This design comes from an exercise in tuning for small area, a short achievable clock period and few clock cycles on the open sky130 flow, not from production work. At most, simulation tests tie the RTL to the original design; equivalence was not proved. No activity file was given, so power comes from the tool's default toggle rates.

## chip8_cpu
module chip8_cpu #(
  parameter int TICK_DIV = 64,
  parameter int STACK_DEPTH = 16
) (
  input wire clk,
  input wire reset,
  input wire mem_req_ready,
  input wire mem_rsp_valid,
  input wire chip8_bus_pkg::data_t mem_rdata,
  output logic mem_req_valid,
  output logic mem_req_write,
  output chip8_bus_pkg::addr_t mem_addr,
  output chip8_bus_pkg::data_t mem_wdata
);
Size: about 34 I/O pins, about 24000 um2 of cells after synthesis.
==> flow/config.mk <==
export PLATFORM = sky130hd
export DESIGN_NAME = chip8_cpu
export DESIGN_NICKNAME = chip8_cpu
export VERILOG_FILES = /design/flow/design.v
export SDC_FILE = /design/flow/constraint.sdc
export NUM_CORES = 4
export LEC_CHECK = 0
export ABC_AREA = 1
export ABC_CLOCK_PERIOD_IN_PS = 3000
export CAP_MARGIN = 20
export CORE_MARGIN = 2
export CORE_UTILIZATION = 40
export CTS_BUF_LIST = sky130_fd_sc_hd__clkbuf_4
export CTS_CLUSTER_DIAMETER = 40
export SETUP_SLACK_MARGIN = 5
export SLEW_MARGIN = 20
==> flow/constraint.sdc <==
create_clock -name core_clock -period 10.0 [get_ports {clk}]
set_input_delay 2.0000 -clock core_clock [delete_from_list [all_inputs] [get_ports {clk}]]
set_output_delay 2.0000 -clock core_clock [all_outputs]
set_load 0.01 [all_outputs]
standard.sh (not shown) runs the stock make flow with config.mk's settings and CLKGATE_MAP_FILE= SYNTH_SCRIPT=/design/flow/synth_recipe.tcl, a recipe that flattens the netlist after the stock synthesis.
==> flow/flow/run.sh <==
#!/bin/bash
# the standard layout, with its timing repair aiming for a larger setup margin,
# plain buffers on the ports and cell sizing not held to the same footprint
set -euo pipefail
bash standard.sh SETUP_SLACK_MARGIN=6.5 MATCH_CELL_FOOTPRINT=0 "BUFFER_PORTS_ARGS=-buffer_cell sky130_fd_sc_hd__buf_4" finish > standard.log 2>&1
Testbench counts at the start, summed over its fixed seeds: cycles 560,864.
Then changed:
--- a/flow/design.v
+++ b/flow/design.v
@@ -281,19 +281,19 @@
   chip8_bus_pkg::addr_t rq_a;    
   chip8_bus_pkg::data_t rq_d;
   logic [1:0] ocnt;      
   logic [1:0] dcnt;      
   logic use_npc;         
   chip8_bus_pkg::addr_t npc;   
   logic half;            
   logic squash;          
   chip8_bus_pkg::data_t hi_q;
-  logic hi_jp, hi_call, hi_00, hi_f, hi_b_op;
+  logic hi_jp, hi_call, hi_00, hi_f;
   chip8_bus_pkg::data_t lo_q;
   logic ir_v;            
   chip8_bus_pkg::data_t opx;
   chip8_bus_pkg::data_t opy;
   chip8_isa_pkg::reg_idx_t xidx;
   chip8_bus_pkg::addr_t i_reg;
   logic m_iss;           
   logic st_q;            
   logic [1:0] m_kind;
@@ -347,30 +347,28 @@
   assign r_mop = lo_ok & hi_f & lo_mop;
   assign e_redir = ir_v & (op == chip8_isa_pkg::OP_JP_V0);
   assign redirect = r_redir | e_redir;
   assign acc_rd = rq_v & mem_req_ready & ~rq_w;
   assign slot_free = ~rq_v | mem_req_ready;
   assign stalled_rd = rq_v & ~mem_req_ready & ~rq_w;
   assign ocnt_a = ocnt + {1'b0, acc_rd} - {1'b0, rsp};
   assign room = (ocnt_a != 2'd2);
   assign npc_inc = npc + 12'd1;
-  chip8_bus_pkg::addr_t add_sum;
-  assign add_sum = (hi_b_op ? {hi_q[3:0], lo_q} : i_reg) + chip8_bus_pkg::addr_t'(opx);
-  assign bnnn_tgt = add_sum;
+  assign bnnn_tgt = {hi_q[3:0], lo_q} + chip8_bus_pkg::addr_t'(v0_data);
   always_comb begin
     if (r_ret) tgt = stack_top;
     else if (r_jc) tgt = {hi_q[3:0], mem_rdata};
     else tgt = bnnn_tgt;
   end
   assign push_addr = npc_inc;
   assign stack_push = lo_ok & hi_call;
   assign stack_pop = r_ret;
-  assign rd_x_idx = st_q ? mcnt : (hi_b_op ? 4'd0 : xidx);
+  assign rd_x_idx = st_q ? mcnt : xidx;
   assign rd_y_idx = mem_rdata[7:4];
   assign timer_load_value = opx;
   assign timer_load = ir_v & (op == chip8_isa_pkg::OP_MISC) & (lo_q == chip8_isa_pkg::MISC_SET_DT);
   assign flag_wr_en = ir_v & e_flag_en;
   assign flag_data = e_flag;
   always_comb begin
     if (ld_rsp) begin
       wr_en = 1'b1;
       wr_idx = lidx;
@@ -427,19 +425,18 @@
       rq_a <= a_free;
       rq_d <= m_iss ? ((m_kind == MK_BCD) ? bcd_d : rd_x_data) : (mem_rdata[1] ? 8'(h_dig) : v0_data);
     end
     if (hi_b) begin
       hi_q <= mem_rdata;
       hi_jp <= (mem_rdata[7:4] == chip8_isa_pkg::OP_JP);
       hi_call <= (mem_rdata[7:4] == chip8_isa_pkg::OP_CALL);
       hi_00 <= (mem_rdata == 8'h00);
       hi_f <= (mem_rdata[7:4] == chip8_isa_pkg::OP_MISC);
-      hi_b_op <= (mem_rdata[7:4] == chip8_isa_pkg::OP_JP_V0);
       xidx <= mem_rdata[3:0];
     end
     lo_q <= mem_rdata;
     if (!(m_iss && m_kind == MK_BCD)) opx <= rd_x_data;
     opy <= rd_y_data;
     if (r_mop) mlast <= s_last;
     inv_a <= (op == chip8_isa_pkg::OP_ALU) && (mem_rdata[3:0] == 4'h7);
     inv_b <= (op == chip8_isa_pkg::OP_ALU) && (mem_rdata[3:0] == 4'h5);
     use_kk <= (op == chip8_isa_pkg::OP_ADD_IMM);
@@ -476,19 +473,19 @@
       else if (rsp && dzero) kept <= 1'b0;
       if (redirect) half <= 1'b0;
       else if (ib) half <= ~half;
       ir_v <= lo_ok & ~r_redir & ~r_mop;
       if (lo_b) squash <= 1'b0;
       else if (ir_v && e_skip) squash <= 1'b1;
       if (ir_v) begin
         if (op == chip8_isa_pkg::OP_LD_I) i_reg <= {hi_q[3:0], lo_q};
         else if (op == chip8_isa_pkg::OP_MISC && lo_q == chip8_isa_pkg::MISC_ADD_I)
-          i_reg <= add_sum;
+          i_reg <= i_reg + chip8_bus_pkg::addr_t'(opx);
       end
       if (r_mop) begin
         l_act <= lo_load & ~keep;
         l_pend <= lo_load & keep;
       end else if (rsp && dzero && kept) begin
         l_act <= l_pend;
         l_pend <= 1'b0;
       end else if (ld_rsp && lidx == mlast) begin
         l_act <= 1'b0;
=>
- synthesized area came out higher slightly
- routed wire length came out higher by a few percent
- final cell count came out higher slightly
- critical path depth does not change
- first-iteration DRC count came out higher by a few percent
- sequential share of layout area came out lower by 0.63 points
- die area came out higher slightly
- power came out higher by a few percent
Testbench counts after the change, summed over its fixed seeds: cycles 560,864.


chip8_cpu again, from the RTL that the note above started with.
export LEC_CHECK = 0
export ABC_AREA = 1
export ABC_CLOCK_PERIOD_IN_PS = 3000
export CAP_MARGIN = 20
export CORE_MARGIN = 2
export CORE_UTILIZATION = 40
export CTS_BUF_LIST = sky130_fd_sc_hd__clkbuf_8
export CTS_CLUSTER_DIAMETER = 60
export SETUP_SLACK_MARGIN = 5
export SLEW_MARGIN = 20
create_clock -name core_clock -period 10.0 [get_ports {clk}]
Scripts as last shown in full above: flow/flow/run.sh
Testbench counts at the start, summed over its fixed seeds: cycles 560,864.
Change:
--- a/flow/design.v
+++ b/flow/design.v
@@ -284,13 +284,13 @@
   logic [1:0] dcnt;      
   logic use_npc;         
   chip8_bus_pkg::addr_t npc;   
   logic half;            
   logic squash;          
   chip8_bus_pkg::data_t hi_q;
-  logic hi_jp, hi_call, hi_00, hi_f, hi_b_op;
+  logic hi_jp, hi_call, hi_00, hi_f;
   chip8_bus_pkg::data_t lo_q;
   logic ir_v;            
   chip8_bus_pkg::data_t opx;
   chip8_bus_pkg::data_t opy;
   chip8_isa_pkg::reg_idx_t xidx;
   chip8_bus_pkg::addr_t i_reg;
@@ -350,24 +350,22 @@
   assign acc_rd = rq_v & mem_req_ready & ~rq_w;
   assign slot_free = ~rq_v | mem_req_ready;
   assign stalled_rd = rq_v & ~mem_req_ready & ~rq_w;
   assign ocnt_a = ocnt + {1'b0, acc_rd} - {1'b0, rsp};
   assign room = (ocnt_a != 2'd2);
   assign npc_inc = npc + 12'd1;
-  chip8_bus_pkg::addr_t add_sum;
-  assign add_sum = (hi_b_op ? {hi_q[3:0], lo_q} : i_reg) + chip8_bus_pkg::addr_t'(opx);
-  assign bnnn_tgt = add_sum;
+  assign bnnn_tgt = {hi_q[3:0], lo_q} + chip8_bus_pkg::addr_t'(v0_data);
   always_comb begin
     if (r_ret) tgt = stack_top;
     else if (r_jc) tgt = {hi_q[3:0], mem_rdata};
     else tgt = bnnn_tgt;
   end
   assign push_addr = npc_inc;
   assign stack_push = lo_ok & hi_call;
   assign stack_pop = r_ret;
-  assign rd_x_idx = st_q ? mcnt : (hi_b_op ? 4'd0 : xidx);
+  assign rd_x_idx = st_q ? mcnt : xidx;
   assign rd_y_idx = mem_rdata[7:4];
   assign timer_load_value = opx;
   assign timer_load = ir_v & (op == chip8_isa_pkg::OP_MISC) & (lo_q == chip8_isa_pkg::MISC_SET_DT);
   assign flag_wr_en = ir_v & e_flag_en;
   assign flag_data = e_flag;
   always_comb begin
@@ -430,13 +428,12 @@
     if (hi_b) begin
       hi_q <= mem_rdata;
       hi_jp <= (mem_rdata[7:4] == chip8_isa_pkg::OP_JP);
       hi_call <= (mem_rdata[7:4] == chip8_isa_pkg::OP_CALL);
       hi_00 <= (mem_rdata == 8'h00);
       hi_f <= (mem_rdata[7:4] == chip8_isa_pkg::OP_MISC);
-      hi_b_op <= (mem_rdata[7:4] == chip8_isa_pkg::OP_JP_V0);
       xidx <= mem_rdata[3:0];
     end
     lo_q <= mem_rdata;
     if (!(m_iss && m_kind == MK_BCD)) opx <= rd_x_data;
     opy <= rd_y_data;
     if (r_mop) mlast <= s_last;
@@ -479,13 +476,13 @@
       ir_v <= lo_ok & ~r_redir & ~r_mop;
       if (lo_b) squash <= 1'b0;
       else if (ir_v && e_skip) squash <= 1'b1;
       if (ir_v) begin
         if (op == chip8_isa_pkg::OP_LD_I) i_reg <= {hi_q[3:0], lo_q};
         else if (op == chip8_isa_pkg::OP_MISC && lo_q == chip8_isa_pkg::MISC_ADD_I)
-          i_reg <= add_sum;
+          i_reg <= i_reg + chip8_bus_pkg::addr_t'(opx);
       end
       if (r_mop) begin
         l_act <= lo_load & ~keep;
         l_pend <= lo_load & keep;
       end else if (rsp && dzero && kept) begin
         l_act <= l_pend;
- routed wire length came out higher by 4.6%
- non-clock buffer count came out higher by 2
- total power came out higher by 3.2%
- setup slack improves by 0.051 ns
- flip-flop and latch count came out lower by 1
- final area came out higher by 1.6%
- register-to-register slack improves by 0.08 ns
- synthesized cell count came out higher by 0.60%
- hold slack improves by 0.011 ns
- first-iteration DRC count came out lower by 1.2%
Testbench counts after the change, summed over its fixed seeds: cycles 560,864.


Another version of the RTL of chip8_cpu (not shown whole).
Size in the first run: about 2200 cells after synthesis, roughly 0.025 mm^2 of cells after synthesis.
Settings: LEC_CHECK=0, ABC_CLOCK_PERIOD_IN_PS=3000, CAP_MARGIN=20, CORE_MARGIN=2, CORE_UTILIZATION=40, SETUP_SLACK_MARGIN=5, SLEW_MARGIN=20; clock period 10.0 ns.
Scripts as last shown in full above: flow/flow/run.sh
The first run finished with timing, DRC and antenna clean.
Then changed:
--- a/flow/design.v
+++ b/flow/design.v
@@ -219,15 +219,15 @@
 ) (
   input wire clk,
   input wire reset,
   input wire load,
   input wire chip8_bus_pkg::data_t load_value,
   output chip8_bus_pkg::data_t value
 );
-  localparam int CNT_W = $clog2(TICK_DIV + 1);
+  localparam int CNT_W = (TICK_DIV > 1) ? $clog2(TICK_DIV) : 1;
   localparam logic [CNT_W-1:0] LAST = CNT_W'(TICK_DIV - 1);
   logic [CNT_W-1:0] div_cnt;
   logic tick;
   assign tick = (div_cnt == LAST);
   always_ff @(posedge clk or posedge reset) begin
     if (reset) begin
       div_cnt <= '0;
@@ -295,14 +295,16 @@
   chip8_isa_pkg::reg_idx_t xidx;
   chip8_bus_pkg::addr_t i_reg;
   logic m_iss;           
   logic [1:0] m_kind;
   logic [3:0] mcnt;      
   logic [3:0] mlast;
   logic l_act;           
+  logic l_pend;          
+  logic kept;            
   logic [3:0] lidx;
   logic inv_a, inv_b, use_kk;    
   logic [3:0] op;
   assign op = hi_q[7:4];
   chip8_bus_pkg::data_t e_data;
   logic e_wr, e_flag, e_flag_en, e_skip;
   chip8_alu chip8_alu_inst (
@@ -388,15 +390,21 @@
   logic s_go, c_go, f_go;
   logic [1:0] s_kind;
   logic [3:0] s_last;
   assign s_kind = lo_store ? MK_STORE : (lo_bcd ? MK_BCD : MK_LOAD);
   assign s_last = lo_bcd ? 4'd2 : hi_q[3:0];
   assign s_go = slot_free & (~lo_load | room);
   assign c_go = slot_free & m_iss & ((m_kind != MK_LOAD) | room);
-  assign f_go = slot_free & ~m_iss & ~r_mop & room;
+  assign f_go = slot_free & ~m_iss & ~r_mop & ~kept & room;
+  logic keep;
+  logic [3:0] i_page_up;
+  logic wr_near;
+  assign i_page_up = i_reg[11:8] + 4'd1;
+  assign wr_near = (npc_inc[11:8] == i_reg[11:8]) | (npc_inc[11:8] == i_page_up);
+  assign keep = (ocnt_a == 2'd1) & ~stalled_rd & ~wr_near;
   assign a_seq = rq_v ? rq_a + 12'd1 : rq_a;
   always_comb begin
     if (m_iss) a_base = m_first ? i_reg : a_seq;
     else if (e_redir) a_base = bnnn_tgt;
     else if (use_npc) a_base = npc;
     else a_base = a_seq;
   end
@@ -410,39 +418,41 @@
   assign mem_req_write = rq_w;
   assign mem_addr = rq_a;
   assign mem_wdata = rq_d;
   always_ff @(posedge clk) begin
     if (slot_free) begin
       rq_w <= r_mop ? ~lo_load : (m_iss & (m_kind != MK_LOAD));
       rq_a <= a_free;
-      rq_d <= r_mop ? (lo_bcd ? 8'(h_dig) : v0_data) : ((m_kind == MK_BCD) ? bcd_d : rd_x_data);
+      rq_d <= m_iss ? ((m_kind == MK_BCD) ? bcd_d : rd_x_data) : (mem_rdata[1] ? 8'(h_dig) : v0_data);
     end
     if (hi_b) begin
       hi_q <= mem_rdata;
       hi_jp <= (mem_rdata[7:4] == chip8_isa_pkg::OP_JP);
       hi_call <= (mem_rdata[7:4] == chip8_isa_pkg::OP_CALL);
       hi_00 <= (mem_rdata == 8'h00);
       hi_f <= (mem_rdata[7:4] == chip8_isa_pkg::OP_MISC);
       xidx <= mem_rdata[3:0];
     end
     lo_q <= mem_rdata;
-    opx <= rd_x_data;
+    if (!(m_iss && m_kind == MK_BCD)) opx <= rd_x_data;
     opy <= rd_y_data;
     if (r_mop) mlast <= s_last;
     inv_a <= (op == chip8_isa_pkg::OP_ALU) && (mem_rdata[3:0] == 4'h7);
     inv_b <= (op == chip8_isa_pkg::OP_ALU) && (mem_rdata[3:0] == 4'h5);
     use_kk <= (op == chip8_isa_pkg::OP_ADD_IMM);
     if (!l_act) lidx <= '0;
     else if (ld_rsp) lidx <= lidx + 4'd1;
   end
   always_ff @(posedge clk or posedge reset) begin
     if (reset) begin
       rq_v <= 1'b0;
       ocnt <= '0;
       dcnt <= '0;
+      kept <= 1'b0;
+      l_pend <= 1'b0;
       use_npc <= 1'b1;
       npc <= chip8_bus_pkg::PROGRAM_START;
       half <= 1'b0;
       squash <= 1'b0;
       ir_v <= 1'b0;
       i_reg <= '0;
       m_iss <= 1'b0;
@@ -450,29 +460,39 @@
       m_kind <= '0;
       mcnt <= '0;
       l_act <= 1'b0;
     end else begin
       ocnt <= ocnt_a;
       if (redirect) npc <= tgt;
       else if (ib) npc <= npc_inc;
-      if (redirect || r_mop) dcnt <= ocnt_a + {1'b0, stalled_rd};
+      if (redirect || (r_mop && !keep)) dcnt <= ocnt_a + {1'b0, stalled_rd};
+      else if (r_mop) dcnt <= 2'd0;
       else if (rsp && !dzero) dcnt <= dcnt - 2'd1;
+      if (r_mop) kept <= keep;
+      else if (rsp && dzero) kept <= 1'b0;
       if (redirect) half <= 1'b0;
       else if (ib) half <= ~half;
       ir_v <= lo_ok & ~r_redir & ~r_mop;
       if (lo_b) squash <= 1'b0;
       else if (ir_v && e_skip) squash <= 1'b1;
       if (ir_v) begin
         if (op == chip8_isa_pkg::OP_LD_I) i_reg <= {hi_q[3:0], lo_q};
         else if (op == chip8_isa_pkg::OP_MISC && lo_q == chip8_isa_pkg::MISC_ADD_I)
           i_reg <= i_reg + chip8_bus_pkg::addr_t'(opx);
       end
-      if (r_mop) l_act <= lo_load;
-      else if (ld_rsp && lidx == mlast) l_act <= 1'b0;
-      if (slot_free) rq_v <= r_mop ? s_go : (m_iss ? c_go : room);
+      if (r_mop) begin
+        l_act <= lo_load & ~keep;
+        l_pend <= lo_load & keep;
+      end else if (rsp && dzero && kept) begin
+        l_act <= l_pend;
+        l_pend <= 1'b0;
+      end else if (ld_rsp && lidx == mlast) begin
+        l_act <= 1'b0;
+      end
+      if (slot_free) rq_v <= r_mop ? s_go : (m_iss ? c_go : (room & ~kept));
       if (r_mop) use_npc <= 1'b1;
       else if (redirect) use_npc <= ~slot_free;
       else if (f_go) use_npc <= 1'b0;
       if (r_mop) begin
         m_kind <= s_kind;
         m_first <= ~slot_free;
         if (s_go) begin
The new run finished clean.
Area after synthesis rises slightly.
Worst setup slack gets better by 140 ps.
Non-clock buffer count falls by 20.
Cell count increases slightly.
Die area goes up slightly.
Critical path depth fell by 5.
Register-to-register slack gets better by 140 ps.
Power goes up by roughly a tenth.
Wire length shrinks slightly.
No functional check of the RTL was part of any run of this note.

## what the ideal ports hide
In the flow no input, the clock included, has a driving cell. The finished layouts below were timed again as built, in two steps. Step 1 (the two cells are an assumption about what drives the block):
set clk [get_ports {clk}]
set_driving_cell -lib_cell sky130_fd_sc_hd__clkbuf_16 $clk
set_driving_cell -lib_cell sky130_fd_sc_hd__buf_2 [delete_from_list [all_inputs] $clk]
Step 2 times the ports against the registers' clock, not the clock port: input delays grow and output delays shrink by t, the midpoint of the rising clock arrivals with the driver on. Slacks: ideal / step 1 / step 2; pairs: ideal / step 1.
run | shift t [ns] | setup slack, ns | pins driven straight from the clock port
the first run of note 1 | 0.989 | 6.449 / 6.395 / 5.629 | 1
the second run of note 1 | 0.946 | 6.475 / 6.421 / 5.625 | 1
the first run of note 2 | 0.738 | 6.503 / 6.482 / 5.744 | 1
the second run of note 2 | 0.716 | 6.554 / 6.565 / 5.849 | 1
the first run of note 3 | 0.679 | 6.316 / 6.288 / 5.608 | 1
the second run of note 3 | 0.664 | 6.458 / 6.458 / 5.832 | 1
After both steps every run listed still meets setup and hold. For the second run of note 1, which loses most, drivers alone change the setup slack by -0.054 ns; drivers and shift together by -0.850 ns.
